Source: an optimization exercise on an open RTL-to-GDS flow (aim: small area). Production flows keep margins and buffers that such runs may drop. Where RTL was checked, it was by simulation tests only, not by an equivalence proof against the original. Only the layout flow was run in runs 4 to 6; the RTL was not checked for function there. No activity file was given, so power comes from the tool's default toggle rates.

**design/flow/design.v**
```verilog
package payload_pkg;
    localparam int BYTE_W = 8;
    localparam int DEF_CIPHER_BYTES = 183;
    localparam int DEF_TAG_BYTES = 16;
    localparam int INDEX_W = 8;
    typedef logic [INDEX_W-1:0] byte_index_t;
endpackage
package readout_pkg;
    typedef enum logic
    {
        FIELD_CIPHER = 1'b0,
        FIELD_TAG    = 1'b1
    } field_e;
    typedef enum logic
    {
        ST_IDLE   = 1'b0,
        ST_STREAM = 1'b1
    } readout_state_e;
endpackage
module payload_store
#(
    parameter int CIPHER_BYTES = payload_pkg::DEF_CIPHER_BYTES,
    parameter int TAG_BYTES    = payload_pkg::DEF_TAG_BYTES
)
(
    input  logic                                        clock_i,
    input  logic                                        reset_i,
    input  logic                                        write_valid_i,
    input  logic [CIPHER_BYTES*payload_pkg::BYTE_W-1:0] cipher_i,
    input  logic [TAG_BYTES*payload_pkg::BYTE_W-1:0]    tag_i,
    input  logic [payload_pkg::INDEX_W-1:0]             fetch_addr,
    input  logic                                        fetch_write_open,
    output logic [payload_pkg::BYTE_W-1:0]              fetch_byte_data
);
    localparam int BYTES = CIPHER_BYTES + TAG_BYTES;
    logic [BYTES-1:0][payload_pkg::BYTE_W-1:0] data_q;
    logic                                      loaded_q;
    logic                                      write_accept;
    assign write_accept = write_valid_i && fetch_write_open;
    always_ff @(posedge clock_i)
    begin
        if (write_accept)
        begin
            data_q <= {tag_i, cipher_i};
        end
    end
    always_ff @(posedge clock_i or posedge reset_i)
    begin
        if (reset_i)
        begin
            loaded_q <= 1'b0;
        end
        else if (write_accept)
        begin
            loaded_q <= 1'b1;
        end
    end
    logic [BYTES-1:0] byte_sel;
    byte_decode
    #(
        .BYTES (BYTES)
    )
    decode_i
    (
        .enable_i (loaded_q),
        .addr_i   (fetch_addr),
        .sel_o    (byte_sel)
    );
    for (genvar b = 0; b < payload_pkg::BYTE_W; b++)
    begin : g_lane
        logic [BYTES-1:0] lane_bits;
        for (genvar i = 0; i < BYTES; i++)
        begin : g_bit
            assign lane_bits[i] = data_q[i][b];
        end
        byte_lane
        #(
            .BYTES (BYTES)
        )
        lane_i
        (
            .sel_i  (byte_sel),
            .data_i (lane_bits),
            .bit_o  (fetch_byte_data[b])
        );
    end
endmodule
module byte_lane
#(
    parameter int BYTES = 199
)
(
    input  logic [BYTES-1:0] sel_i,
    input  logic [BYTES-1:0] data_i,
    output logic             bit_o
);
    localparam int GROUPS = (BYTES + 2) / 3;
    logic [3*GROUPS-1:0] sel_pad;
    logic [3*GROUPS-1:0] data_pad;
    logic [GROUPS-1:0]   group_n;
    assign sel_pad = (3*GROUPS)'(sel_i);
    assign data_pad = (3*GROUPS)'(data_i);
    for (genvar g = 0; g < GROUPS; g++)
    begin : g_group
        if (3*g + 2 < BYTES)
        begin : g_three
            and_or3_n group_i
            (
                .a_i (sel_pad[3*g+2:3*g]),
                .b_i (data_pad[3*g+2:3*g]),
                .y_n (group_n[g])
            );
        end
        else
        begin : g_rest
            assign group_n[g] = !(|(sel_pad[3*g+2:3*g] & data_pad[3*g+2:3*g]));
        end
    end
    assign bit_o = !(&group_n);
endmodule
module and_or3_n
(
    input  logic [2:0] a_i,
    input  logic [2:0] b_i,
    output logic       y_n
);
    assign y_n = !((a_i[0] && b_i[0]) || (a_i[1] && b_i[1]) || (a_i[2] && b_i[2]));
endmodule
module byte_decode
#(
    parameter int BYTES = 199
)
(
    input  logic                            enable_i,
    input  logic [payload_pkg::INDEX_W-1:0] addr_i,
    output logic [BYTES-1:0]                sel_o
);
    logic [15:0] hi_n;
    logic [15:0] lo_n;
    always_comb
    begin
        for (int k = 0; k < 16; k++)
        begin
            hi_n[k] = !(enable_i && (addr_i[7:4] == 4'(k)));
            lo_n[k] = !(addr_i[3:0] == 4'(k));
        end
    end
    for (genvar i = 0; i < BYTES; i++)
    begin : g_sel
        nor2_sel sel_i
        (
            .a_n (hi_n[i / 16]),
            .b_n (lo_n[i % 16]),
            .y   (sel_o[i])
        );
    end
endmodule
module nor2_sel
(
    input  logic a_n,
    input  logic b_n,
    output logic y
);
    assign y = !(a_n || b_n);
endmodule
module readout_fsm
#(
    parameter int CIPHER_BYTES = payload_pkg::DEF_CIPHER_BYTES,
    parameter int TAG_BYTES    = payload_pkg::DEF_TAG_BYTES
)
(
    input  logic                            clock_i,
    input  logic                            reset_i,
    input  logic                            read_valid_i,
    input  logic                            write_valid_i,
    input  logic                            read_field_i,
    output logic                            read_ready_o,
    output logic                            byte_valid_o,
    input  logic                            byte_ready_i,
    output logic [payload_pkg::BYTE_W-1:0]  byte_o,
    output logic                            byte_last_o,
    output logic [payload_pkg::INDEX_W-1:0] fetch_addr,
    output logic                            fetch_write_open,
    input  logic [payload_pkg::BYTE_W-1:0]  fetch_byte_data
);
    localparam logic [payload_pkg::INDEX_W-1:0] CIPHER_FIRST = 0;
    localparam logic [payload_pkg::INDEX_W-1:0] CIPHER_LAST = CIPHER_BYTES - 1;
    localparam logic [payload_pkg::INDEX_W-1:0] TAG_FIRST = CIPHER_BYTES;
    localparam logic [payload_pkg::INDEX_W-1:0] TAG_LAST = CIPHER_BYTES + TAG_BYTES - 1;
    logic                           state_q;
    payload_pkg::byte_index_t       addr_q;
    logic                           idle;
    logic                           read_accept;
    logic                           byte_accept;
    logic                           at_last;
    assign idle = (state_q == readout_pkg::ST_IDLE);
    assign read_ready_o = idle && !write_valid_i;
    assign read_accept = read_valid_i && read_ready_o;
    assign at_last = (addr_q == CIPHER_LAST) || (addr_q == TAG_LAST);
    assign byte_valid_o = (state_q == readout_pkg::ST_STREAM);
    assign byte_last_o = byte_valid_o && at_last;
    assign byte_accept = byte_valid_o && byte_ready_i;
    assign byte_o = fetch_byte_data;
    assign fetch_addr = addr_q;
    assign fetch_write_open = idle;
    always_ff @(posedge clock_i or posedge reset_i)
    begin
        if (reset_i)
        begin
            state_q <= readout_pkg::ST_IDLE;
        end
        else if (read_accept)
        begin
            state_q <= readout_pkg::ST_STREAM;
        end
        else if (byte_accept && at_last)
        begin
            state_q <= readout_pkg::ST_IDLE;
        end
    end
    always_ff @(posedge clock_i)
    begin
        if (read_accept)
        begin
            addr_q <= (read_field_i == readout_pkg::FIELD_TAG) ? TAG_FIRST : CIPHER_FIRST;
        end
        else if (byte_accept)
        begin
            addr_q <= addr_q + 1'b1;
        end
    end
endmodule
module uart_payload_top
#(
    parameter int CIPHER_BYTES = payload_pkg::DEF_CIPHER_BYTES,
    parameter int TAG_BYTES    = payload_pkg::DEF_TAG_BYTES
)
(
    input  logic                                        clock_i,
    input  logic                                        reset_i,
    input  logic                                        write_valid_i,
    output logic                                        write_ready_o,
    input  logic [CIPHER_BYTES*payload_pkg::BYTE_W-1:0] cipher_i,
    input  logic [TAG_BYTES*payload_pkg::BYTE_W-1:0]    tag_i,
    input  logic                                        read_valid_i,
    input  logic                                        read_field_i,
    output logic                                        read_ready_o,
    output logic                                        byte_valid_o,
    input  logic                                        byte_ready_i,
    output logic [payload_pkg::BYTE_W-1:0]              byte_o,
    output logic                                        byte_last_o
);
    logic [payload_pkg::INDEX_W-1:0]    fetch_addr;
    logic                               fetch_write_open;
    logic [payload_pkg::BYTE_W-1:0]     fetch_byte_data;
    payload_store
    #(
        .CIPHER_BYTES (CIPHER_BYTES),
        .TAG_BYTES    (TAG_BYTES)
    )
    store_i
    (
        .clock_i          (clock_i),
        .reset_i          (reset_i),
        .write_valid_i    (write_valid_i),
        .cipher_i         (cipher_i),
        .tag_i            (tag_i),
        .fetch_addr       (fetch_addr),
        .fetch_write_open (fetch_write_open),
        .fetch_byte_data  (fetch_byte_data)
    );
    readout_fsm
    #(
        .CIPHER_BYTES (CIPHER_BYTES),
        .TAG_BYTES    (TAG_BYTES)
    )
    fsm_i
    (
        .clock_i          (clock_i),
        .reset_i          (reset_i),
        .read_valid_i     (read_valid_i),
        .write_valid_i    (write_valid_i),
        .read_field_i     (read_field_i),
        .read_ready_o     (read_ready_o),
        .byte_valid_o     (byte_valid_o),
        .byte_ready_i     (byte_ready_i),
        .byte_o           (byte_o),
        .byte_last_o      (byte_last_o),
        .fetch_addr       (fetch_addr),
        .fetch_write_open (fetch_write_open),
        .fetch_byte_data  (fetch_byte_data)
    );
    assign write_ready_o = fetch_write_open;
endmodule
```
**design/flow/flow/run.sh**
```bash
#!/bin/bash
# The standard layout, with the input and output ports buffered by the
# smallest buffer instead of the one buffer_ports picks by default.
set -euo pipefail
export BUFFER_PORTS_ARGS="-buffer_cell sky130_fd_sc_hd__buf_1"
bash standard.sh > standard.log 2>&1
```
**design/flow/standard.sh**
```bash
#!/bin/bash
# synth_recipe.tcl (not shown) runs the flow's synth.tcl, then flattens the netlist and writes it again
# the make line also repeats each setting of config.mk as NAME=value (left out here)
make -C /OpenROAD-flow-scripts/flow DESIGN_CONFIG=/design/flow/config.mk WORK_HOME=/design/flow/orfs CLKGATE_MAP_FILE= SYNTH_SCRIPT=/design/flow/synth_recipe.tcl "${@:-finish}"
```
**design/flow/config.mk**
```make
export PLATFORM = sky130hd
export DESIGN_NAME = uart_payload_top
export DESIGN_NICKNAME = uart_payload_top
export VERILOG_FILES = /design/flow/design.v
export SDC_FILE = /design/flow/constraint.sdc
export NUM_CORES = 4
export LEC_CHECK = 0
export CAP_MARGIN = 20
export CORE_AREA = 10 10 310 310
export DIE_AREA = 0 0 320 320
export PLACE_DENSITY = 0.85
export SLEW_MARGIN = 20
export SYNTH_HIERARCHICAL = 1
export SYNTH_MINIMUM_KEEP_SIZE = 0
```
**design/flow/constraint.sdc**
```tcl
create_clock -name core_clock -period 8.0 [get_ports {clock_i}]
set_input_delay 1.6000 -clock core_clock [delete_from_list [all_inputs] [get_ports {clock_i}]]
set_output_delay 1.6000 -clock core_clock [all_outputs]
set_load 0.01 [all_outputs]
```
==> impl_results.md, run 1 <==
* Outcome: did not finish
* Last stage: I/O pin placement
* First Err: [ERROR PPL-0024] Number of IO pins (1610) exceeds maximum number of available positions (1154). Increase the die perimeter from 1280.00um to 2189.60um.
* Top-area cell type share of the netlist area at approximately 86%
* Sequential fraction of the synthesis area at approximately 86%
* Post-synthesis register bit count at 1602
* Yosys warning total at 9
* Die Y at 320 um
* Main area contributors after synthesis: edfxtp_1, a222oi_1, nand4_1
* Die W at between 300 and 400 um
* Synth cell types at 40
* Mapped Cells at roughly 2600
* Ys flop type: edfxtp_1
* Top-count cell post-synth: edfxtp_1
* Rows at 109
* Mapped Area at between 50000 and 60000 um^2
* Syn avg cell area at 21.4 um^2
* Syn nets at 4208
* Number of synthesized flops with an enable pin at between 1500 and 2000
* Synth area leader: edfxtp_1
* Async SR Flop Fraction at less than 1%
* Synth cell count leaders: edfxtp_1, a222oi_1, nor2_1
* Starting Density at roughly 63%
-- Yosys stat by module, one instance, submodules excluded, excerpt --
module | flip-flops and latches | cell area [um^2]
and_or3_n | 0 | 10.0
nor2_sel | 0 | 3.75
-- kinds of logic after synthesis --
logic type                 after synthesis  synth area share [%]
DFF                                   1602                  86.0
AOI/OAI and AO/OA                      548                  9.79
and+or+nand+nor                        440                  3.95
buffers and inverters                   13                 0.154
xor gates and xnor gates                 3                0.0470
adders and majority gates                2                0.0447
==> inputs of run 2 (changes only) <==
==> design/flow/flow/run.sh (replaced) <==
#!/bin/bash
# The standard layout, with the ports buffered by the smallest buffer
# instead of the one buffer_ports picks by default.
set -euo pipefail
export BUFFER_PORTS_ARGS="-buffer_cell sky130_fd_sc_hd__buf_1"
bash standard.sh > standard.log 2>&1
--- a/design/flow/config.mk
+++ b/design/flow/config.mk
@@ -6,9 +6,9 @@
 export NUM_CORES = 4
 export LEC_CHECK = 0
 export CAP_MARGIN = 20
-export CORE_AREA = 10 10 310 310
-export DIE_AREA = 0 0 320 320
-export PLACE_DENSITY = 0.85
+export CORE_AREA = 10 10 590 590
+export CTS_BUF_LIST = sky130_fd_sc_hd__clkbuf_8
+export DIE_AREA = 0 0 600 600
 export SLEW_MARGIN = 20
 export SYNTH_HIERARCHICAL = 1
 export SYNTH_MINIMUM_KEEP_SIZE = 0
==> run 2 against run 1 <==
  * Now clean on timing, DRC and antenna
  * Synthesized area stayed put
  * Synthesized cell count stayed put
==> impl_results.md, run 2 <==
* Final std cells w/o fill at 9437
* H-Tree Depth at 5
* Bufs on Longest Clock Path at 4
* Root Driver: clkbuf_8
* Final Hold Viols at 0
* Vias post-DR at 41400
* Mapped Cells at 2608
* Fill cells at 35200
* GPL Wtd Cong at 0.913
* Worst-path fanout max at 14
* Post-synthesis register bit count at between 1500 and 2000
* Critical path class: flip-flop to output pin
* IO Count at 1610
* Yosys warning total at 9
* Layout cells sized above 1 at ~15%
* Reg with most FFs: store_i.data_q
* Routed WL at between 300000 and 400000 um
* GRT Util Overall at 19.0%
* Slew headroom at 15.8%
* Placed Cells incl. Taps at roughly 9000
* Drt first pass iters at 15
* Critical path's slowest cell: nor4_1
* Final antenna-violating net count at 0
* Worst-Margin Slew at between 1 and 1.5 ns
* Synth Area in Simple Gates at under 10%
* Final worst path period share at 94.6%
* Crit path required time at 6.40 ns
* CP endpoint kind: output pin
* Fin nets at 6354
* RSZ-0062 raised after global routing: false
* Clk pwr share at about a third
* Commonest cells after routing, fill and taps aside: buf_1, edfxtp_1, a222oi_1
* Maximum vdd drop at roughly 140 uV
* Via density at between 4 and 5
* Total global routing overflow at 0
* Multiplexer share of the synthesized area at 0%
* Skew final at 0.101 ns
* Rows at 212
* MaxCap Viol Count at 0
* HPWL after detailed placement at 301000 um
* Lkg Pwr at 22.8 nW
* Most common cell after layout, fill and taps aside: buf_1
* Sequential share of power at 50.8%
* Net Sw Frac at 30.2%
* Mapped Area at 55900 um^2
* Later-pin clock latency in the skew report at 1.04 ns
* Clock sinks at 1602
* Largest net degree at the start of global routing at roughly 180
* Top-area cell type share of the netlist area at 85.9%
* Max Slew Vio Count at 0
* Worst-path clk slew at around 0.07 ns
* Adder-Cell Fraction of Synth Area at 0.0448%
* Min Tclk post-route at 7.57 ns
* Critical path buffer and inverter count at 3
* Power Density at 285 nW/um^2
* Total chip power at 21.6 mW
* Compound-Gate Fraction of Synth Area at under 10%
* Top-count cell post-synth: edfxtp_1
* Main area contributors after synthesis: edfxtp_1, a222oi_1, nand4_1
* Syn avg cell area at ~21 um^2
* First-pass GRT wire length at about 450000 um
* Syn nets at approximately 4200
* CTS tree: yes
* Vias in the first global route at about 42000
* Die area at 360000 um^2
* Inserted Clock Buffers at roughly 290
* Final setup fails at 0
* Outcome: timing/DRC/antenna clean
* Initial antenna violation count at 152
* Drt drc at 0
* Routed WL per cell at between 30 and 40 um
* Number of synthesized flops with an enable pin at 1600
* Die W at roughly 600 um
* Sw power at between 6 and 7 mW
* Async SR Flop Fraction at less than 1%
* Area of the core at around 330000 um^2
* 1st-iter DRT viols at 7155
* Critical path arrival at 5.97 ns
* Fmax at 132 MHz
* Max incr delay on CP at about 0.73 ns
* IO Port Bufs at 1609
* Top Registers: store_i.data_q: 1592 flops, fsm_i.addr_q: 8 flops
* CP top delay family: simple AND/OR/NAND/NOR gates
* Synth cell count leaders: edfxtp_1, a222oi_1, nor2_1
* Startpoint types: flip-flop
* Area Overhead vs Synth at 35.1%
* Crit-path cells: and3b_1, nand2_1, nor2_2, buf_4, a222oi_1, buf_4, nand4_1, nor4_1, nand4_1, buf_1
* Sequential fraction of the synthesis area at 86.0%
* Synth area leader: edfxtp_1
* Hold_buf cts at 0
* Ys flop type: edfxtp_1
* Synth cell types at 40
* Die Y at 600 um
* Xor/xnor share of the synthesized area at less than 1%
* Hold/Removal Path Class: input pin to async pin
* Starting Density at 16.7%
* Comb pwr share at 14.5%
* Max reg flops at 1592
* Largest family of logic cells by synthesized area: compound AO/OA/AOI/OAI gates
* Pint at between 15 and 20 mW
run 2: cell counts after synthesis:
Identical to the previous run, type by type.
run 2: kinds of logic after synthesis:
family | count (synthesis)
flops | 1602
compound gates | 548
simple gates | 440
buf+inv | 13
fa+ha+maj | 2
xor+xnor | 3
run 2: timing repair:
item | CTS | global route
buffers inserted | 10 | 0
gates resized for setup | 9 | 0
endpoints found under the setup margin | 7 | 0
run 2: per-module statistics from Yosys, one instance, submodules excluded, a selection:
module / flops+latches / copies in the design / cells
and_or3_n: 0 / 528 / 1
nor2_sel: 0 / 199 / 1
run 2: layer usage:
metal	up-vias	GRT usage, %	part of all wire [%]
li1	16600	-	-
met2	3094	33.0	50
met4	46	6.12	3.2
met3	561	5.03	8.7
met1	21100	22.9	38
met5	-	0	0.085
run 2: path summary, 6_finish.rpt:
path                                             to  slack (ns)  depth (start not counted)        startpoint
worst min-delay path               store_i.loaded_q        0.42                          2           reset_i
worst max-delay path                      byte_o[1]        0.43                         10   fsm_i.addr_q[4]
worst min register to register     store_i.loaded_q        0.65                          1  store_i.loaded_q
max in group asynchronous             fsm_i.state_q        7.47                          2           reset_i
min in group core_clock            store_i.loaded_q        0.65                          1  store_i.loaded_q
worst max register to register  store_i.data_q[224]        4.62                          4     fsm_i.state_q
run 2: cell type report:
class                      instances  area, um^2  share of cell area [%]
antenna                           79         198                   0.262
clock buffer                     292        4020                    5.32
clock inverter                   215        1380                    1.83
inverter                           4        15.0                  0.0199
multi-input combinational        993        8200                    10.8
sequential                      1602       48100                    63.7
tap                             4387        5490                    7.27
timing repair buffer            1865        8140                    10.8
run 2: power by group through the flow:
stage | registers [mW] | logic, mW | clock network (mW)
final | 11.0 | 3.12 | 7.49
after floorplan | 11.4 | 1.04 | 0
after global routing | 11.0 | 3.33 | 8.05
after global placement | 11.1 | 3.16 | 0
after detailed placement | 11.1 | 3.21 | 0
after CTS | 10.9 | 3.30 | 7.68
run 2: through the flow:
| step | setup WS [ns] | setup TNS (ns) | util, % | hold slack (ns) | cell area (um^2) |
|---|---|---|---|---|---|
| final | 0.431 | 0 | 22.6 | 0.424 | 75500 |
| after global routing | 0.112 | 0 | 22.6 | 0.349 | 75400 |
| after CTS | 0.0258 | 0 | 22.5 | 0.266 | 75300 |
| after detailed placement | 0.556 | 0 | 20.9 | 0.631 | 69800 |
| after global placement | -0.719 | -2.50 | 20.7 | 0.636 | 69200 |
| after floorplan | -5.01 | -7970.72 | - | 0.522 | 55900 |
==> inputs of run 3 (changes only) <==
==> design/flow/flow/run.sh (replaced) <==
#!/bin/bash
# The standard layout, with three changes: the ports are buffered by the
# smallest buffer instead of the one buffer_ports picks by default, the pins
# may sit on neighbouring tracks so that the 1610 ports fit a small die, and
# the clock tree uses larger sink clusters and no dummy loads.
set -euo pipefail
export BUFFER_PORTS_ARGS="-buffer_cell sky130_fd_sc_hd__buf_1"
export PLACE_PINS_ARGS="-min_distance 1 -min_distance_in_tracks"
export CTS_ARGS="-sink_clustering_enable -repair_clock_nets -dont_use_dummy_load -sink_clustering_size 30 -sink_clustering_max_diameter 100"
bash standard.sh > standard.log 2>&1
--- a/design/flow/config.mk
+++ b/design/flow/config.mk
@@ -6,9 +6,8 @@
 export NUM_CORES = 4
 export LEC_CHECK = 0
 export CAP_MARGIN = 20
-export CORE_AREA = 10 10 590 590
-export CTS_BUF_LIST = sky130_fd_sc_hd__clkbuf_8
-export DIE_AREA = 0 0 600 600
+export CORE_AREA = 10 10 410 410
+export DIE_AREA = 0 0 420 420
 export SLEW_MARGIN = 20
 export SYNTH_HIERARCHICAL = 1
 export SYNTH_MINIMUM_KEEP_SIZE = 0
==> run 3 against run 2 <==
  * Still clean
  * Global-route usage rose by 9.9 points
  * Clock power fell by 47%
  * Critical path depth fell by 1
  * Non-clock buffer count fell by 206
  * Combinational power fell by 21%
  * Maximum frequency rose by 4.9%
  * Synthesized area did not move
  * Clock skew fell by 0.029 ns
  * Flip-flop and latch count did not move
  * Core utilization rose by 20 points
  * Sequential power barely moved
  * Critical path type unchanged
  * Highest routed layer unchanged
==> impl_results.md, run 3 <==
* Max incr delay on CP at 0.73 ns
* Post-synthesis register bit count at 1602
* Hold Path Sink: store_i.loaded_q
* WHS Path Cells at 1
* Outcome: timing/DRC/antenna clean
* Most common cell after layout, fill and taps aside: buf_1
* Syn avg cell area at 21.4 um^2
* Root Driver: clkbuf_16
* Hold Crit Start: store_i.loaded_q
* Layout cells sized above 1 at under 10%
* RSZ-0062 raised after global routing: false
* Later-pin clock latency in the skew report at 0.72 ns
* First-pass GRT wire length at 342000 um
* Final Hold Viols at 0
* Setup Buffers After CTS at 0
* Top-area cell type share of the netlist area at a little under nine tenths
* PostCTS Resize Cnt at 0
* MaxCap Viol Count at 0
* Die area at 176000 um^2
* Pre-CTS setup slack at between 1 and 1.5 ns
* Synth area leader: edfxtp_1
* Worst-path fanout max at 13
* Reg with most FFs: store_i.data_q
* Async SR Flop Fraction at 0.125%
* Critical path buffer and inverter count at 1
* Sequential fraction of the synthesis area at a little under nine tenths
* H-Tree Depth at 3
* Synth cell count leaders: edfxtp_1, a222oi_1, nor2_1
* Fmax at 139 MHz
* Drt drc at 0
* IO Port Bufs at 1609
* Mapped Cells at 2608
* Top-count cell post-synth: edfxtp_1
* Min Hold Slack at 0.594 ns
* Power Density at 257 nW/um^2
* Vias in the first global route at 39000
* Clock sinks at 1602
* R2R setup slack at 5.26 ns
* Worst-path clk slew at 0.09 ns
* Routed WL per cell at 40.6 um
* Max reg flops at 1592
* Yosys warning total at 9
* GPL Wtd Cong at around 0.99
* Drt first pass iters at 14
* CP endpoint kind: output pin
* Ys flop type: edfxtp_1
* Syn nets at 4208
* 1st-iter DRT viols at between 8000 and 9000
* Total chip power at between 15 and 20 mW
* Bufs on Longest Clock Path at 3
* HPWL after detailed placement at 210000 um
* Inserted Clock Buffers at 67
* Placed Cells incl. Taps at 6327
* Routed WL at 268000 um
* Final setup fails at 0
* Max Slew Vio Count at 0
* Startpoint types: flip-flop
* CP top delay family: simple AND/OR/NAND/NOR gates
* Fin nets at 5927
* Initial antenna violation count at roughly 240
* Final antenna-violating net count at 0
* IO Count at 1610
* Slew headroom at a little over a quarter
* Skew final at 0.0720 ns
* Hold/Removal Path Class: flip-flop to flip-flop
* Worst reg2reg endpoint: store_i.data_q[96]
* Die W at 420 um
* Number of synthesized flops with an enable pin at 1600
* Die Y at 420 um
* GRT Util Overall at 28.9%
* Worst-Margin Slew at 1.09 ns
* Synth cell types at 40
* Clk pwr share at 23.0%
* Crit path required time at 6.40 ns
* Comb pwr share at 14.2%
* Sw power at 4.79 mW
* Starting Density at between 30% and 40%
* Net Sw Frac at around 28%
* Maximum vdd drop at between 150 and 200 uV
* Pint at 12.5 mW
* Critical path arrival at 5.62 ns
* Total global routing overflow at 0
* Vias post-DR at ~40000
* Rows at about 150
* Critical path's slowest cell: a2111oi_2
* Final WS setup at between 0.7 and 0.8 ns
* Via density at 6.11
* Lkg Pwr at approximately 20 nW
* Sequential share of power at 62.8%
* Top Registers: store_i.data_q: 1592 flops, fsm_i.addr_q: 8 flops
* Main area contributors after synthesis: edfxtp_1, a222oi_1, nand4_1
* Crit-path cells: and2b_4, nand3_2, nor2_1, a222oi_1, nand4_1, or4_1, a2111oi_2, nand4_1, buf_1
* CTS tree: yes
* Critical path class: flip-flop to output pin
* Critical Path Most Common Cell: nand4_1
* Final std cells w/o fill at 6612
* Final worst path period share at between 90% and 100%
* Worst Reg-to-Reg Cells at 4
* Min Tclk post-route at 7.22 ns
* Area of the core at about 160000 um^2
* Largest net degree at the start of global routing at 181
* Mapped Area at 55900 um^2
* Area Overhead vs Synth at 20.3%
* Hold_buf cts at 0
* Commonest cells after routing, fill and taps aside: buf_1, edfxtp_1, a222oi_1
* Reg2reg start: fsm_i.state_q
[run 3: per-layer routing]
metal,wire [um],global-route usage [%]
met1,88000,32.5
met2,120000,42.2
met3,35000,12.1
met4,25300,25.1
met5,396,1.26
[run 3: worst max path at each step]
stage	start	to	slack, ns	cells after the start
2_1_floorplan	write_valid_i	store_i.data_q[0]	-5.01	1
3_3_place_gp	fsm_i.addr_q[4]	byte_o[7]	1.55	8
3_5_place_dp	fsm_i.addr_q[4]	byte_o[3]	1.42	9
5_1_grt	fsm_i.addr_q[2]	byte_o[3]	0.57	9
6_report	fsm_i.addr_q[2]	byte_o[3]	0.78	9
4_1_cts	fsm_i.addr_q[4]	byte_o[3]	0.66	9
[run 3: cell type report]
type / instances / area, um^2
repair buffers: 1659 / 6530
multi-input cells: 993 / 7820
diodes: 215 / 538
fillers: 14400 / 91500
clock buffers: 67 / 1680
flip-flops and latches: 1602 / 48100
inverters: 4 / 15.0
well taps: 2072 / 2590
[run 3: stage by stage]
stage / setup TNS, ns / cell area, um^2 / util [%]
after global routing: 0 / 67200 / 42.3
after CTS: 0 / 66700 / 42.0
final: 0 / 67300 / 42.4
after floorplan: -7970.72 / 55900 / -
after global placement: 0 / 65000 / 40.9
after detailed placement: 0 / 65000 / 40.9
[run 3: cell families (layout without fill, tap and decap cells)]
| family | count (synthesis) | after routing | share of synthesized area [%] |
|---|---|---|---|
| compound gates | 548 | 548 | 9.79 |
| fa+ha+maj | 2 | 2 | 0.0447 |
| flops | 1602 | 1602 | 86.0 |
| xor+xnor | 3 | 3 | 0.0470 |
| buf+inv | 13 | 1730 | 0.154 |
| simple gates | 440 | 440 | 3.95 |
| other cells | 0 | 215 | 0 |
[run 3: modules after synthesis, one instance, submodules excluded, a selection]
module / cells inside / cell area [um^2] / flip-flops and latches
nor2_sel: 1 / 3.75 / 0
and_or3_n: 1 / 10.0 / 0
[run 3: power groups by stage]
stage	sequential, mW	combinational [mW]	clock, mW
after floorplan	11.4	1.04	0
after global placement	11.0	2.40	0
after detailed placement	11.0	2.43	0
after CTS	10.9	2.43	4.05
after global routing	10.9	2.57	4.32
final	10.9	2.45	3.99
==> inputs of run 4 (changes only) <==
--- a/design/flow/design.v
+++ b/design/flow/design.v
@@ -145,12 +145,13 @@
             lo_n[k] = !(addr_i[3:0] == 4'(k));
         end
     end
+    localparam int FIRST = 256 - BYTES;
     for (genvar i = 0; i < BYTES; i++)
     begin : g_sel
         nor2_sel sel_i
         (
-            .a_n (hi_n[i / 16]),
-            .b_n (lo_n[i % 16]),
+            .a_n (hi_n[(FIRST + i) / 16]),
+            .b_n (lo_n[(FIRST + i) % 16]),
             .y   (sel_o[i])
         );
     end
@@ -183,23 +184,21 @@
     output logic                            fetch_write_open,
     input  logic [payload_pkg::BYTE_W-1:0]  fetch_byte_data
 );
-    localparam logic [payload_pkg::INDEX_W-1:0] CIPHER_FIRST = 0;
-    localparam logic [payload_pkg::INDEX_W-1:0] CIPHER_LAST = CIPHER_BYTES - 1;
-    localparam logic [payload_pkg::INDEX_W-1:0] TAG_FIRST = CIPHER_BYTES;
-    localparam logic [payload_pkg::INDEX_W-1:0] TAG_LAST = CIPHER_BYTES + TAG_BYTES - 1;
+    localparam logic [payload_pkg::INDEX_W-1:0] TAG_FIRST = 256 - TAG_BYTES;
+    localparam logic [payload_pkg::INDEX_W-1:0] CIPHER_FIRST = 256 - TAG_BYTES - CIPHER_BYTES;
     logic                           state_q;
-    payload_pkg::byte_index_t       addr_q;
+    logic [payload_pkg::INDEX_W-1:0] addr_q;
     logic                           idle;
-    logic                           read_accept;
-    logic                           byte_accept;
+    logic                           read_take;
     logic                           at_last;
+    logic                           addr_en;
+    logic [payload_pkg::INDEX_W-1:0] addr_d;
     assign idle = (state_q == readout_pkg::ST_IDLE);
     assign read_ready_o = idle && !write_valid_i;
-    assign read_accept = read_valid_i && read_ready_o;
-    assign at_last = (addr_q == CIPHER_LAST) || (addr_q == TAG_LAST);
-    assign byte_valid_o = (state_q == readout_pkg::ST_STREAM);
-    assign byte_last_o = byte_valid_o && at_last;
-    assign byte_accept = byte_valid_o && byte_ready_i;
+    assign read_take = read_valid_i && !write_valid_i;
+    assign at_last = (&addr_q[7:5]) && (&addr_q[3:0]);
+    assign byte_valid_o = state_q;
+    assign byte_last_o = state_q && at_last;
     assign byte_o = fetch_byte_data;
     assign fetch_addr = addr_q;
     assign fetch_write_open = idle;
@@ -209,24 +208,24 @@
         begin
             state_q <= readout_pkg::ST_IDLE;
         end
-        else if (read_accept)
-        begin
-            state_q <= readout_pkg::ST_STREAM;
-        end
-        else if (byte_accept && at_last)
-        begin
-            state_q <= readout_pkg::ST_IDLE;
-        end
-    end
+        else if (idle)
+        begin
+            state_q <= read_take;
+        end
+        else
+        begin
+            state_q <= !(byte_ready_i && at_last);
+        end
+    end
+    assign addr_en = idle ? read_take : byte_ready_i;
+    assign addr_d = idle
+        ? ((read_field_i == readout_pkg::FIELD_TAG) ? TAG_FIRST : CIPHER_FIRST)
+        : addr_q + 1'b1;
     always_ff @(posedge clock_i)
     begin
-        if (read_accept)
-        begin
-            addr_q <= (read_field_i == readout_pkg::FIELD_TAG) ? TAG_FIRST : CIPHER_FIRST;
-        end
-        else if (byte_accept)
-        begin
-            addr_q <= addr_q + 1'b1;
+        if (addr_en)
+        begin
+            addr_q <= addr_d;
         end
     end
 endmodule
==> design/flow/flow/run.sh (replaced) <==
#!/bin/bash
# The standard layout, with these changes: the ports are buffered by the
# smallest buffer instead of the one buffer_ports picks by default, the pins
# may sit on neighbouring tracks so that the 1610 ports fit a small die, the
# clock tree uses larger sink clusters and no dummy loads, and antennas are
# repaired after detailed routing only.
set -euo pipefail
export BUFFER_PORTS_ARGS="-buffer_cell sky130_fd_sc_hd__buf_1"
export PLACE_PINS_ARGS="-min_distance 1 -min_distance_in_tracks"
export CTS_ARGS="-sink_clustering_enable -repair_clock_nets -dont_use_dummy_load -sink_clustering_size 30 -sink_clustering_max_diameter 80"
export SKIP_ANTENNA_REPAIR=1
bash standard.sh > standard.log 2>&1
==> run 4 against run 3 <==
  * Still clean
  * Setup slack better by 0.040 ns
  * Clock power up 14%
  * Hold slack better by 0.048 ns
==> impl_results.md, run 4 <==
* Bufs on Longest Clock Path at 3
* Max reg flops at 1592
* Final antenna-violating net count at 0
* Yosys warning total at 9
* Skew final at 0.0870 ns
* HPWL after detailed placement at about 210000 um
* Worst-Margin Slew at approximately 1.2 ns
* Number of synthesized flops with an enable pin at 1600
* Fill cells at around 14000
* Rows at between 100 and 150
* Largest net degree at the start of global routing at 213
* Total chip power at 18.1 mW
* Pint at 13.0 mW
* Comb pwr share at between 10% and 20%
* Post-layout util at 42.8%
* Net Sw Frac at between 20% and 30%
* Final instance area at 67900 um^2
* Area Overhead vs Synth at 21.6%
* Routed WL per cell at 39.7 um
* MaxCap Viol Count at 0
* Routed WL at 266000 um
* Total global routing overflow at 0
* Top Registers: store_i.data_q: 1592 flops, fsm_i.addr_q: 8 flops
* Worst-path fanout max at 12
* Sequential fraction of the synthesis area at roughly 86%
* Sequential share of power at 60.7%
* Critical path buffer and inverter count at 1
* PostCTS Resize Cnt at 0
* Min Tclk post-route at 7.18 ns
* Commonest cells after routing, fill and taps aside: buf_1, edfxtp_1, a222oi_1
* Worst-path clk slew at 0.08 ns
* Slew headroom at 19.8%
* Starting Density at 35.2%
* Maximum vdd drop at 227 uV
* Die Y at around 420 um
* Critical path's slowest cell: a2111oi_2
* Post-DP Area at ~65000 um^2
* Post-synthesis register bit count at roughly 1600
* CP endpoint kind: output pin
* RSZ-0062 raised after global routing: false
* Final worst path period share at 89.7%
* Root Driver: clkbuf_16
* Die area at 176000 um^2
* Startpoint types: flip-flop
* Min Hold Slack at 0.642 ns
* Crit-path cells: nor2b_1, nand2_2, nor2_1, a222oi_1, nand4_1, or4_1, a2111oi_2, nand4_1, buf_1
* Fmax at 139 MHz
* Synth cell types at 28
* Power Density at 266 nW/um^2
* Synth cell count leaders: edfxtp_1, a222oi_1, nor2_1
* Layout cells sized above 1 at around 3.8%
* 1st-iter DRT viols at 8628
* Drt first pass iters at 13
* Ys flop type: edfxtp_1
* Crit path required time at 6.40 ns
* Critical path class: flip-flop to output pin
* Clock sinks at 1602
* GPL Wtd Cong at 0.978
* Mapped Cells at 2604
* CTS tree: yes
* Die W at 420 um
* Clk pwr share at 25.2%
* Sw power at 5.01 mW
* Via density at 6.12
* IO Port Bufs at 1609
* CP top delay family: simple AND/OR/NAND/NOR gates
* Later-pin clock latency in the skew report at ~0.73 ns
* Vias in the first global route at 39100
* Critical path arrival at approximately 5.6 ns
* Hold_buf cts at 0
* Outcome: timing/DRC/antenna clean
* IO Count at 1610
* Fin nets at 5934
* Critical Path Most Common Cell: nand4_1
* Syn avg cell area at 21.4 um^2
* Max Slew Vio Count at 0
* Final Hold Viols at 0
* Mapped Area at around 56000 um^2
* Hold/Removal Path Class: flip-flop to flip-flop
* Max incr delay on CP at 0.78 ns
* Area of the core at 159000 um^2
* Area of the multi-input gates at 7760 um^2
* Vias post-DR at between 40000 and 50000
* Syn nets at ~4200
* First-pass GRT wire length at 341000 um
* Setup Buffers After CTS at 0
* Reg with most FFs: store_i.data_q
* Main area contributors after synthesis: edfxtp_1, a222oi_1, nand4_1
* Reg area at between 40000 and 50000 um^2
* Inserted Clock Buffers at 88
* Synth area leader: edfxtp_1
* H-Tree Depth at 3
* Drt drc at 0
* Most common cell after layout, fill and taps aside: buf_1
* Final setup fails at 0
* Async SR Flop Fraction at less than 1%
* GRT Util Overall at 28.8%
* Lkg Pwr at around 20 nW
* Top-count cell post-synth: edfxtp_1
* Setup TNS at 0 ns
* Top-area cell type share of the netlist area at ~86%
-- run 4: area by class of cell --
type | count | area share, %
flip-flops and latches | 1602 | 70.8
multi-input cells | 987 | 11.4
repair buffers | 1650 | 9.56
well taps | 2072 | 3.82
clock buffers | 88 | 3.24
diodes | 293 | 1.08
inverters | 6 | 0.0332
-- run 4: kinds of logic after synthesis --
| group | share of synthesized area, % |
|---|---|
| buffers and inverters | 0.155 |
| AND/OR/NAND/NOR | 3.84 |
| AO/OA/AOI/OAI | 9.80 |
| XOR/XNOR | 0.0314 |
| flip-flops | 86.2 |
| adder cells (fa/ha/maj) | 0.0224 |
-- run 4: final timing paths --
kind / startpoint / to / slack (ns) / depth (start not counted)
worst max-delay path: fsm_i.addr_q[0] / byte_o[2] / 0.82 / 9
worst min-delay path: store_i.loaded_q / store_i.loaded_q / 0.64 / 1
worst max register to register: fsm_i.state_q / store_i.data_q[972] / 4.45 / 4
worst min register to register: store_i.loaded_q / store_i.loaded_q / 0.64 / 1
max in group asynchronous: reset_i / store_i.loaded_q / 7.10 / 2
min in group asynchronous: reset_i / fsm_i.state_q / 0.80 / 2
-- run 4: power groups by stage --
stage	clock network, mW	registers, mW	logic [mW]
after CTS	4.60	10.9	2.53
final	4.56	11.0	2.55
after detailed placement	0	11.1	2.52
after global placement	0	11.1	2.49
after floorplan	0	11.5	1.11
after global routing	4.88	11.0	2.66
-- run 4: modules after synthesis, one instance, submodules excluded, excerpt --
module	flip-flops and latches	cell area [um^2]	cells inside	times used
and_or3_n	0	10.0	1	528
nor2_sel	0	3.75	1	199
-- run 4: worst reg2reg max path: stages, from the launching register on --
cell	delay, ns
dfrtp_1	0.64
inv_1	0.47
and2_4	0.74
buf_12	0.48
buf_12	0.64
-- run 4: stage by stage --
stage | setup WS (ns) | std cells
global route | 0.619 | 6405
detailed placement | 1.66 | 6316
floorplan | -5.01 | 2604
finish | 0.824 | 6698
CTS | 0.851 | 6404
global placement | 1.71 | 6316
-- run 4: metal layers --
layer	wire length, um	up-vias	global-route usage, %	part of all wire (%)
li1	-	15800	-	-
met2	129000	3804	43.0	48
met4	15500	0	23.0	5.8
met3	30300	790	9.64	11
met5	0	-	0.929	0
met1	91300	20600	33.9	34
==> inputs of run 5 (changes only) <==
--- a/design/flow/config.mk
+++ b/design/flow/config.mk
@@ -6,8 +6,8 @@
 export NUM_CORES = 4
 export LEC_CHECK = 0
 export CAP_MARGIN = 20
-export CORE_AREA = 10 10 410 410
-export DIE_AREA = 0 0 420 420
+export CORE_AREA = 10 10 370 370
+export DIE_AREA = 0 0 380 380
 export SLEW_MARGIN = 20
 export SYNTH_HIERARCHICAL = 1
 export SYNTH_MINIMUM_KEEP_SIZE = 0
==> run 5 against run 4 <==
  * Still clean
  * First-iteration DRC count down 7.2%
  * Routed wire length down 7.0%
  * Clock skew down 0.029 ns
  * Flip-flop and latch count unchanged
  * Largest cell class unchanged
==> impl_results.md, run 5 <==
* Outcome: timing/DRC/antenna clean
* CTS tree: yes
* Die W at 380 um
* Critical Path Most Common Cell: nand4_1
* Critical path's slowest cell: nand2_1
* MaxCap Viol Count at 0
* Crit path required time at ~6.4 ns
* Layout cells sized above 1 at 3.04%
* Root Driver: clkbuf_16
* First-pass GRT wire length at about 330000 um
* Inserted Clock Buffers at 76
* Startpoint types: flip-flop
* Syn nets at between 4000 and 5000
* Hold/Removal Path Class: flip-flop to flip-flop
* Critical path buffer and inverter count at 1
* Total global routing overflow at 0
* Post-synthesis register bit count at 1602
* Synth area leader: edfxtp_1
* Max reg flops at 1592
* Final setup fails at 0
* Top-count cell post-synth: edfxtp_1
* Maximum vdd drop at 183 uV
* Number of synthesized flops with an enable pin at 1600
* Area Overhead vs Synth at 20.2%
* Main area contributors after synthesis: edfxtp_1, a222oi_1, nand4_1
* Starting Density at 43.2%
* Final std cells w/o fill at 6360
* Final WS setup at about 0.9 ns
* Mapped Area at 55800 um^2
* Sequential fraction of the synthesis area at a little under nine tenths
* Largest net degree at the start of global routing at 213
* Die area at 144000 um^2
* Hold_buf cts at 0
* Top Registers: store_i.data_q: 1592 flops, fsm_i.addr_q: 8 flops
* Vias post-DR at about 40000
* Syn avg cell area at 21.4 um^2
* Final instance area at 67100 um^2
* Crit-path cells: nor3b_1, nand2_1, nor2_1, a222oi_1, nand4_1, or4_1, a2111oi_2, nand4_1, buf_1
* GPL Wtd Cong at 1.02
* Max Slew Vio Count at 0
* Clock sinks at 1602
* Slew headroom at 21.0%
* Most common cell after layout, fill and taps aside: buf_1
* Top-area cell type share of the netlist area at a little under nine tenths
* Die Y at 380 um
* IO Count at roughly 1600
* Vias in the first global route at between 30000 and 40000
* Post-DP Area at roughly 64000 um^2
* Routed WL per cell at 38.9 um
* Yosys warning total at 9
* Pre-CTS setup slack at between 1.5 and 2 ns
* Rows at about 130
* PostCTS Resize Cnt at 0
* Final worst path period share at between 80% and 90%
* Async SR Flop Fraction at 0.125%
* Max incr delay on CP at 0.79 ns
* Skew final at 0.0580 ns
* Mapped Cells at 2604
* Critical path arrival at 5.50 ns
* Worst-path fanout max at 16
* HPWL after detailed placement at 196000 um
* Setup Buffers After CTS at 0
* Min Tclk post-route at 7.10 ns
* CP top delay family: simple AND/OR/NAND/NOR gates
* CP endpoint kind: output pin
* Final antenna-violating net count at 0
* Synth cell types at 28
* Synth cell count leaders: edfxtp_1, a222oi_1, nor2_1
* Area of the core at 129000 um^2
* Final Hold Viols at 0
* H-Tree Depth at 3
* Lkg Pwr at 19.5 nW
* Via density at 6.32
* Commonest cells after routing, fill and taps aside: buf_1, edfxtp_1, a222oi_1
* RSZ-0062 raised after global routing: false
* IO Port Bufs at 1609
* Drt first pass iters at 10
* Later-pin clock latency in the skew report at roughly 0.70 ns
* Bufs on Longest Clock Path at 3
* 1st-iter DRT viols at 8006
* Worst-Margin Slew at 1.19 ns
* Placed Cells incl. Taps at 5974
* Routed WL at 247000 um
* Drt drc at 0
* Critical path class: flip-flop to output pin
* Reg with most FFs: store_i.data_q
* Fin nets at around 6000
* Ys flop type: edfxtp_1
* Power Density at 262 nW/um^2
* Worst-path clk slew at 0.07 ns
* Fmax at 141 MHz
* GRT Util Overall at 33.1%
==> run 5: Yosys stat by module, one instance, submodules excluded, a selection <==
module     cells  flops+latches  cell area (um^2)  times used
and_or3_n      1              0              10.0         528
nor2_sel       1              0              3.75         199
==> run 5: cell type report <==
cell class | count | area (um^2)
Fill cell | 10900 | 62100
Clock buffer | 76 | 1900
Timing Repair Buffer | 1638 | 6420
Tap cell | 1742 | 2180
Multi-Input combinational cell | 987 | 7710
Inverter | 6 | 22.5
Antenna cell | 309 | 773
Sequential cell | 1602 | 48100
==> run 5: logic make-up after synthesis <==
logic type | share of synthesized area [%]
AO/OA/AOI/OAI | 9.80
XOR/XNOR | 0.0314
adder cells (fa/ha/maj) | 0.0224
buffers and inverters | 0.155
AND/OR/NAND/NOR | 3.84
flip-flops | 86.2
==> run 5: metal layers <==
metal | up-vias | global-route usage (%) | wire [um] | part of all wire, %
met2 | 3808 | 46.1 | 113000 | 46
li1 | 15800 | - | - | -
met4 | 2 | 26.5 | 14500 | 5.9
met3 | 679 | 14.0 | 32600 | 13
met1 | 19900 | 40.0 | 86700 | 35
met5 | - | 2.61 | 161 | 0.065
==> run 5: worst paths after layout <==
kind | startpoint | to | slack, ns | cells after the start
max | fsm_i.addr_q[6] | byte_o[6] | 0.90 | 9
min | store_i.loaded_q | store_i.loaded_q | 0.64 | 1
max reg2reg | fsm_i.state_q | store_i.data_q[1581] | 4.78 | 4
min reg2reg | store_i.loaded_q | store_i.loaded_q | 0.64 | 1
max in group asynchronous | reset_i | fsm_i.state_q | 7.13 | 2
min in group asynchronous | reset_i | store_i.loaded_q | 0.77 | 2
==> run 5: worst reg2reg max path, stage by stage, from the launching register on <==
cell	delay (ns)
dfrtp_1	0.53
inv_1	0.27
and2_4	0.83
buf_12	0.51
buf_12	0.60
==> run 5: through the flow <==
step / power [mW] / hold WS, ns / utilization [%] / TNS [ns]
floorplan: 12.6 / 0.534 / - / -7970.72
global placement: 13.5 / 0.572 / 49.8 / 0
detailed placement: 13.5 / 0.628 / 49.9 / 0
CTS: 17.6 / 0.644 / 51.3 / 0
global route: 18.1 / 0.674 / 51.4 / 0
finish: 17.6 / 0.641 / 52.0 / 0
==> run 5: where the power goes <==
group	leakage (nW)	internal (mW)	switching, mW
logic	3.98	0.562	1.91
registers	14.6	10.5	0.395
clock network	0.939	1.71	2.52
total	19.5	12.8	4.82
==> inputs of run 6 (changes only) <==
==> design/flow/flow/run.sh (replaced) <==
#!/bin/bash
# The standard layout, with these changes: the ports are buffered by the
# smallest buffer instead of the one buffer_ports picks by default, the pins
# may sit on neighbouring tracks so that the 1610 ports fit a small die, the
# clock tree uses larger sink clusters and no dummy loads, and antennas are
# repaired after detailed routing only; gates with timing slack are sized
# down after global routing.
set -euo pipefail
export BUFFER_PORTS_ARGS="-buffer_cell sky130_fd_sc_hd__buf_1"
export PLACE_PINS_ARGS="-min_distance 1 -min_distance_in_tracks"
export CTS_ARGS="-sink_clustering_enable -repair_clock_nets -dont_use_dummy_load -sink_clustering_size 30 -sink_clustering_max_diameter 90"
export SKIP_ANTENNA_REPAIR=1
export RECOVER_POWER=100
bash standard.sh > standard.log 2>&1
--- a/design/flow/config.mk
+++ b/design/flow/config.mk
@@ -6,8 +6,8 @@
 export NUM_CORES = 4
 export LEC_CHECK = 0
 export CAP_MARGIN = 20
-export CORE_AREA = 10 10 370 370
-export DIE_AREA = 0 0 380 380
+export CORE_AREA = 10 10 410 410
+export DIE_AREA = 0 0 420 420
 export SLEW_MARGIN = 20
 export SYNTH_HIERARCHICAL = 1
 export SYNTH_MINIMUM_KEEP_SIZE = 0
==> run 6 against run 5 <==
  * The layout now fails its checks (max-capacitance violations, max-slew violations)
  * Via count is 1.1% higher
  * Non-clock buffer count increased by 12
  * Routed wire length rose by 7.1%
  * Critical path type unchanged
  * Largest power group unchanged
==> impl_results.md, run 6 <==
* Outcome: complete, but fails checks
* SO Viols: max-capacitance violations, max-slew violations
* Skew final at 0.0549 ns
* Die area at 176000 um^2
* Synth area leader: edfxtp_1
* Critical path's slowest cell: a2111oi_1
* Routed WL per cell at 39.6 um
* Clock sinks at 1602
* Critical path buffer and inverter count at 1
* Crit-path cells: nor2b_1, nand2_2, nor2_1, a222oi_1, nand4_1, or4_1, a2111oi_1, nand4_1, buf_1
* Bufs on Longest Clock Path at 3
* Layout cells sized above 1 at 3.26%
* Post-layout util at between 40% and 50%
* Fmax at 132 MHz
* Post-DP Area at 64900 um^2
* Syn avg cell area at 21.4 um^2
* Startpoint types: flip-flop
* Die Y at 420 um
* Most common cell after layout, fill and taps aside: edfxtp_1
* Top Registers: store_i.data_q: 1592 flops, fsm_i.addr_q: 8 flops
* CP top delay family: simple AND/OR/NAND/NOR gates
* CTS tree: yes
* Total chip power at 17.7 mW
* Slew headroom at -122%
* Mapped Cells at 2604
* Starting Density at 35.2%
* Lkg Pwr at 19.5 nW
* Reg area at 48100 um^2
* Placed Cells incl. Taps at 6316
* Via density at 6.08
* Die W at 420 um
* Reg with most FFs: store_i.data_q
* Commonest cells after routing, fill and taps aside: edfxtp_1, buf_1, a222oi_1
* Worst-path fanout max at 12
* Setup TNS at 0 ns
* Area of the multi-input gates at 7730 um^2
* Fill cells at 14400
* Max reg flops at 1592
* Hold_buf cts at 0
* Met2 GRT Util at 42.4%
* Syn nets at 4203
* Final std cells w/o fill at 6682
* PostCTS Resize Cnt at 0
* Critical path class: flip-flop to output pin
* Yosys warning total at 9
* Final antenna-violating net count at 0
* Synth cell types at 28
* Main area contributors after synthesis: edfxtp_1, a222oi_1, nand4_1
* Min Tclk post-route at 7.58 ns
* Vias post-DR at 40600
* M1 GR Usage at 33.7%
* Final WS setup at 0.418 ns
* Later-pin clock latency in the skew report at 0.73 ns
* Post-synthesis register bit count at 1602
* Max incr delay on CP at 1.43 ns
* First-pass GRT wire length at 340000 um
* Top-area cell type share of the netlist area at 86.1%
* Area Overhead vs Synth at 20.8%
* Max Slew Vio Count at 848
* Synth cell count leaders: edfxtp_1, a222oi_1, nor2_1
* Min Hold Slack at around 0.62 ns
* Drt drc at 0
* Async SR Flop Fraction at 0.125%
* Number of synthesized flops with an enable pin at 1600
* Maximum vdd drop at 166 uV
* Power Density at 263 nW/um^2
* Fin nets at about 5900
* 1st-iter DRT viols at 8298
* Root Driver: clkbuf_16
* Critical Path Most Common Cell: nand4_1
* IO Count at ~1600
* IO Port Bufs at 1609
* Worst-path clk slew at roughly 0.09 ns
* Worst-Margin Slew at 3.33 ns
* Top-count cell post-synth: edfxtp_1
* Setup Buffers After CTS at 0
* Gr busiest metal: met2
* MaxCap Viol Count at 8
* Hold/Removal Path Class: flip-flop to flip-flop
* GPL Wtd Cong at 0.978
* Area of the core at 159000 um^2
* Critical path arrival at 5.98 ns
* Drt first pass iters at 12
* Rows at 146
* GRT Util Overall at 28.7%
* Mapped Area at 55800 um^2
* CP endpoint kind: output pin
* Sequential fraction of the synthesis area at 86.2%
* Total global routing overflow at 0
* GR Layer Usage met3 at 9.52%
* Pre-CTS setup slack at 1.66 ns
* Vias in the first global route at 39000
* Routed WL at 265000 um
* HPWL after detailed placement at ~210000 um
* Largest net degree at the start of global routing at 213
* RSZ-0062 raised after global routing: false
* Inserted Clock Buffers at 74
* Final Hold Viols at 0
* Crit path required time at 6.40 ns
* Final setup fails at 0
* Final worst path period share at 94.8%
* H-Tree Depth at 3
* Ys flop type: edfxtp_1
* Final instance area at 67400 um^2
run 6: Yosys stat by module, one instance, submodules excluded, a selection:
module | area, um^2 | flops+latches | cells
nor2_sel | 3.75 | 0 | 1
and_or3_n | 10.0 | 0 | 1
run 6: logic make-up (layout without fill, tap and decap cells):
group | after synthesis | after routing | share of synthesized area [%]
other | 0 | 291 | 0
buffers and inverters | 15 | 1730 | 0.155
AO/OA/AOI/OAI | 547 | 547 | 9.80
XOR/XNOR | 2 | 2 | 0.0314
AND/OR/NAND/NOR | 437 | 437 | 3.84
adder cells (fa/ha/maj) | 1 | 1 | 0.0224
flip-flops | 1602 | 1602 | 86.2
run 6: layer usage:
layer / part of all wire (%) / vias up
met2: 48 / 3775
met5: 0 / -
met1: 34 / 20300
met4: 6.2 / 0
li1: - / 15800
met3: 11 / 795
run 6: area by class of cell:
| cell class | instances | area share (%) |
|---|---|---|
| flip-flops and latches | 1602 | 71.3 |
| multi-input cells | 987 | 11.5 |
| repair buffers | 1650 | 9.49 |
| well taps | 2072 | 3.85 |
| clock buffers | 74 | 2.75 |
| diodes | 291 | 1.08 |
| inverters | 6 | 0.0334 |
run 6: where the power goes:
group          internal [mW]  total (mW)  leakage, nW  switching (mW)
combinational          0.545        2.50         4.00            1.96
clock                   1.67        4.20        0.914            2.54
sequential              10.6        11.0         14.6           0.439
total                   12.8        17.7         19.5            4.93
run 6: path summary, 6_finish.rpt:
path	slack, ns	cells after the start	start	to
setup / recovery	0.42	9	fsm_i.addr_q[3]	byte_o[4]
hold / removal	0.62	1	store_i.loaded_q	store_i.loaded_q
setup reg to reg	1.14	4	fsm_i.state_q	store_i.data_q[1058]
hold reg to reg	0.62	1	store_i.loaded_q	store_i.loaded_q
max in group asynchronous	7.07	2	reset_i	store_i.loaded_q
min in group asynchronous	0.84	2	reset_i	fsm_i.state_q
==> inputs of run 7 (changes only) <==
--- a/design/flow/design.v
+++ b/design/flow/design.v
@@ -33,16 +33,35 @@
     output logic [payload_pkg::BYTE_W-1:0]              fetch_byte_data
 );
     localparam int BYTES = CIPHER_BYTES + TAG_BYTES;
+    localparam int BITS = BYTES * payload_pkg::BYTE_W;
     logic [BYTES-1:0][payload_pkg::BYTE_W-1:0] data_q;
+    logic [BITS-1:0]                           data_in;
+    logic [BITS-1:0]                           data_d;
+    logic                                      phase_q;
     logic                                      loaded_q;
     logic                                      write_accept;
+    logic                                      write_accept_n;
     assign write_accept = write_valid_i && fetch_write_open;
+    assign write_accept_n = !write_accept;
+    assign data_in = {tag_i, cipher_i};
+    for (genvar k = 0; k < BITS; k++)
+    begin : g_next
+        mux_inv next_i
+        (
+            .sel_i   (write_accept),
+            .sel_n_i (write_accept_n),
+            .a_i     (data_in[k]),
+            .b_i     (data_q[k / payload_pkg::BYTE_W][k % payload_pkg::BYTE_W]),
+            .y_o     (data_d[k])
+        );
+    end
     always_ff @(posedge clock_i)
     begin
-        if (write_accept)
-        begin
-            data_q <= {tag_i, cipher_i};
-        end
+        data_q <= data_d;
+    end
+    always_ff @(posedge clock_i)
+    begin
+        phase_q <= !(write_accept_n && phase_q);
     end
     always_ff @(posedge clock_i or posedge reset_i)
     begin
@@ -66,6 +85,8 @@
         .addr_i   (fetch_addr),
         .sel_o    (byte_sel)
     );
+    logic [payload_pkg::BYTE_W-1:0] lane_data;
+    assign fetch_byte_data = lane_data ^ {payload_pkg::BYTE_W{phase_q && loaded_q}};
     for (genvar b = 0; b < payload_pkg::BYTE_W; b++)
     begin : g_lane
         logic [BYTES-1:0] lane_bits;
@@ -81,7 +102,7 @@
         (
             .sel_i  (byte_sel),
             .data_i (lane_bits),
-            .bit_o  (fetch_byte_data[b])
+            .bit_o  (lane_data[b])
         );
     end
 endmodule
@@ -164,6 +185,16 @@
 );
     assign y = !(a_n || b_n);
 endmodule
+module mux_inv
+(
+    input  logic sel_i,
+    input  logic sel_n_i,
+    input  logic a_i,
+    input  logic b_i,
+    output logic y_o
+);
+    assign y_o = !((sel_n_i || a_i) && (sel_i || b_i));
+endmodule
 module readout_fsm
 #(
     parameter int CIPHER_BYTES = payload_pkg::DEF_CIPHER_BYTES,
==> design/flow/flow/run.sh (replaced) <==
#!/bin/bash
# The standard layout, with these changes: the ports are buffered by the
# smallest buffer instead of the one buffer_ports picks by default, the pins
# may sit on neighbouring tracks so that the 1610 ports fit a small die, the
# clock tree uses larger sink clusters and no dummy loads, and antennas are
# repaired after detailed routing only.
set -euo pipefail
export BUFFER_PORTS_ARGS="-buffer_cell sky130_fd_sc_hd__buf_1"
export PLACE_PINS_ARGS="-min_distance 1 -min_distance_in_tracks"
export CTS_ARGS="-sink_clustering_enable -repair_clock_nets -dont_use_dummy_load -sink_clustering_size 30 -sink_clustering_max_diameter 90"
export SKIP_ANTENNA_REPAIR=1
bash standard.sh > standard.log 2>&1
==> run 7 against run 6 <==
  * The run now finishes clean
  * Via count grew 33%
  * First-iteration DRC count grew 21%
  * Clock power shrank 1%
  * Hold slack lost 0.20 ns
  * Synthesized cell count grew 62%
  * Core utilization shrank 3.6 points
  * Maximum frequency grew 0.50%
  * Global-route usage grew 4.5 points
  * Cell area shrank 8.6%
  * Routed wire length grew 15%
  * Clock skew shrank 0.0034 ns
  * Synthesized area shrank 11%
  * Critical endpoint unchanged
  * Largest cell class unchanged
  * Largest power group unchanged
  * Highest routed layer unchanged
==> impl_results.md, run 7 <==
* Outcome: timing/DRC/antenna clean
* Setup Buffers After CTS at 0
* Top-area cell type share of the netlist area at between 60% and 70%
* Final antenna-violating net count at 0
* Critical path class: flip-flop to output pin
* Lkg Pwr at 20.9 nW
* Power Density at 432 nW/um^2
* Async SR Flop Fraction at 0.125%
* Max reg flops at 1592
* Final Hold Viols at 0
* Vias in the first global route at between 50000 and 60000
* Post-synthesis register bit count at approximately 1600
* GPL Wtd Cong at 1.03
* Fmax at 133 MHz
* Die area at 176000 um^2
* Area of the core at 159000 um^2
* Ys flop type: dfxtp_1
* Commonest cells after routing, fill and taps aside: buf_1, dfxtp_1, o22ai_1
* Comb pwr share at 24.4%
* Via density at 6.51
* Critical path arrival at 5.94 ns
* Slew headroom at roughly a fifth
* Vias post-DR at 53800
* Final std cells w/o fill at 8273
* Max incr delay on CP at 0.79 ns
* Number of synthesized flops with an enable pin at 8
* CP endpoint kind: output pin
* Top-count cell post-synth: dfxtp_1
* Starting Density at between 30% and 40%
* Hold/Removal Path Class: flip-flop to flip-flop
* Fin nets at 7532
* Die Y at ~420 um
* Mapped Cells at 4208
* Placed Cells incl. Taps at about 8000
* Area Overhead vs Synth at 23.4%
* Layout cells sized above 1 at 2.60%
* Sequential fraction of the synthesis area at between 60% and 70%
* GRT Util Overall at between 30 and 40%
* Sequential share of power at 60.1%
* Syn avg cell area at 11.9 um^2
* Worst-path fanout max at 12
* Maximum vdd drop at 213 uV
* IO Port Bufs at 1609
* Root Driver: clkbuf_16
* Routed WL at 304000 um
* Drt first pass iters at 13
* HPWL after detailed placement at 233000 um
* MaxCap Viol Count at 0
* First-pass GRT wire length at 412000 um
* Skew final at 0.0515 ns
* Critical path's slowest cell: a2111oi_2
* Clock sinks at 1603
* Inserted Clock Buffers at 70
* Total global routing overflow at 0
* Most common cell after layout, fill and taps aside: buf_1
* IO Count at 1610
* Startpoint types: flip-flop
* Min Tclk post-route at roughly 7.5 ns
* Top Registers: store_i.data_q: 1592 flops, fsm_i.addr_q: 8 flops
* Critical path buffer and inverter count at 1
* Post-layout util at 38.8%
* H-Tree Depth at 3
* Crit path required time at 6.40 ns
* Mapped Area at 50000 um^2
* Final setup fails at 0
* Die W at about 420 um
* Max Slew Vio Count at 0
* Net Sw Frac at a little under two fifths
* Worst-Margin Slew at 1.21 ns
* Sw power at between 9 and 10 mW
* Clk pwr share at between 15 and 20%
* Rows at 146
* Main area contributors after synthesis: dfxtp_1, o22ai_1, a222oi_1
* Synth area leader: dfxtp_1
* Synth cell types at 31
* Pint at about 17 mW
* Crit-path cells: nor2b_1, nand2_2, nor2_1, a222oi_1, nand4_1, or4_1, a2111oi_2, nand4_1, xnor2_1, buf_1
* Routed WL per cell at 36.8 um
* Yosys warning total at 9
* Synth cell count leaders: dfxtp_1, o22ai_1, a222oi_1
* Final WS setup at 0.455 ns
* Drt drc at 0
* CTS tree: yes
* Later-pin clock latency in the skew report at roughly 0.73 ns
* RSZ-0062 raised after global routing: false
* Pre-CTS setup slack at about 1.2 ns
* Total chip power at ~27 mW
* Worst-path clk slew at 0.09 ns
* Setup TNS at 0 ns
* Final worst path period share at 94.3%
* Hold_buf cts at 0
* Reg with most FFs: store_i.data_q
* CP top delay family: simple AND/OR/NAND/NOR gates
* 1st-iter DRT viols at 10000
* Bufs on Longest Clock Path at 3
* Critical Path Most Common Cell: nand4_1
* Syn nets at slightly below 6000
* Largest net degree at the start of global routing at between 200 and 300
* PostCTS Resize Cnt at 0
[run 7: per-stage QoR]
| step | area, um^2 | hold WS (ns) |
|---|---|---|
| after floorplan | 50000 | 0.393 |
| after global placement | 59100 | 0.402 |
| after detailed placement | 59100 | 0.405 |
| after CTS | 60900 | 0.426 |
| after global routing | 61000 | 0.459 |
| final | 61600 | 0.427 |
[run 7: power by group through the flow]
stage | sequential (mW) | combinational (mW) | clock [mW]
after floorplan | 14.4 | 4.57 | 0
after global placement | 16.0 | 6.08 | 0
after detailed placement | 15.9 | 6.28 | 0
after CTS | 15.8 | 6.30 | 4.15
after global routing | 16.2 | 6.98 | 4.42
final | 16.0 | 6.49 | 4.14
[run 7: final cells by class]
class	instances	area, um^2
Fill cell	15800	97100
Multi-Input combinational cell	2589	17800
Sequential cell	1603	32200
Inverter	7	33.8
Clock buffer	70	1750
Timing Repair Buffer	1662	6630
Antenna cell	270	676
Tap cell	2072	2590
[run 7: final timing paths]
kind / cells past startpoint / slack (ns) / to / startpoint
setup / recovery: 10 / 0.46 / byte_o[4] / fsm_i.addr_q[2]
hold / removal: 1 / 0.43 / store_i.phase_q / store_i.phase_q
setup reg to reg: 6 / 3.59 / store_i.data_q[253] / fsm_i.state_q
hold reg to reg: 1 / 0.43 / store_i.phase_q / store_i.phase_q
max in group asynchronous: 2 / 7.15 / store_i.loaded_q / reset_i
min in group asynchronous: 2 / 0.77 / fsm_i.state_q / reset_i
[run 7: kinds of logic after synthesis]
family / after synthesis / share of synthesized area, %
flops: 1603 / 64.4
simple gates: 440 / 4.33
buf+inv: 16 / 0.180
xor+xnor: 10 / 0.175
compound gates: 2138 / 30.9
fa+ha+maj: 1 / 0.0250
[run 7: modules after synthesis (local to each module, per instance), excerpt]
| module | cell area, um^2 | cells inside | flip-flops and latches |
|---|---|---|---|
| and_or3_n | 10.0 | 1 | 0 |
| nor2_sel | 3.75 | 1 | 0 |
| mux_inv | 6.26 | 1 | 0 |
[run 7: metal layers]
metal,vias up,routed length [um],global-route usage (%)
li1,22400,-,-
met1,26000,111000,39.0
met2,4377,136000,46.7
met3,1060,32300,12.7
met4,0,24900,28.8
met5,-,0,1.59

==> what the ideal ports hide <==
Ports are ideal in the flow. The routed layouts listed here were re-timed in OpenROAD.
Step 1 (the two cells are an assumption about what drives the block):
set clk [get_ports {clock_i}]
set_driving_cell -lib_cell sky130_fd_sc_hd__clkbuf_16 $clk
set_driving_cell -lib_cell sky130_fd_sc_hd__buf_2 [delete_from_list [all_inputs] $clk]
Step 2 moves the port delays by t, midway between the first and last clock arrival at a register: inputs arrive t later, outputs are due t later. That takes back most of the time a late clock gives input paths.
Three values: ideal, step 1, step 2; two values: the first two.
run | t (ns) | setup slack, ns | hold slack, ns | worst setup path after step 2 | worst slew at a driven data input, ns
run 2 | 1.078 | 0.431 / 0.349 / 1.427 | 0.424 / 0.508 / 0.649 | register to output | 0.55
run 3 | 0.752 | 0.784 / 0.705 / 1.457 | 0.594 / 0.594 / 0.594 | register to output | 0.36
run 4 | 0.788 | 0.824 / 0.749 / 1.537 | 0.642 / 0.642 / 0.642 | register to output | 0.32
run 5 | 0.735 | 0.904 / 0.827 / 1.562 | 0.641 / 0.641 / 0.641 | register to output | 0.24
run 6 | 0.754 | 0.418 / 0.341 / -0.039 | 0.625 / 0.625 / 0.625 | input to register | 0.29
run 7 | 0.767 | 0.455 / 0.379 / 1.146 | 0.427 / 0.427 / 0.427 | register to output | 0.33
For run 6, which loses most, drivers alone change the setup slack by -0.077 ns; drivers and shift together by -0.457 ns.
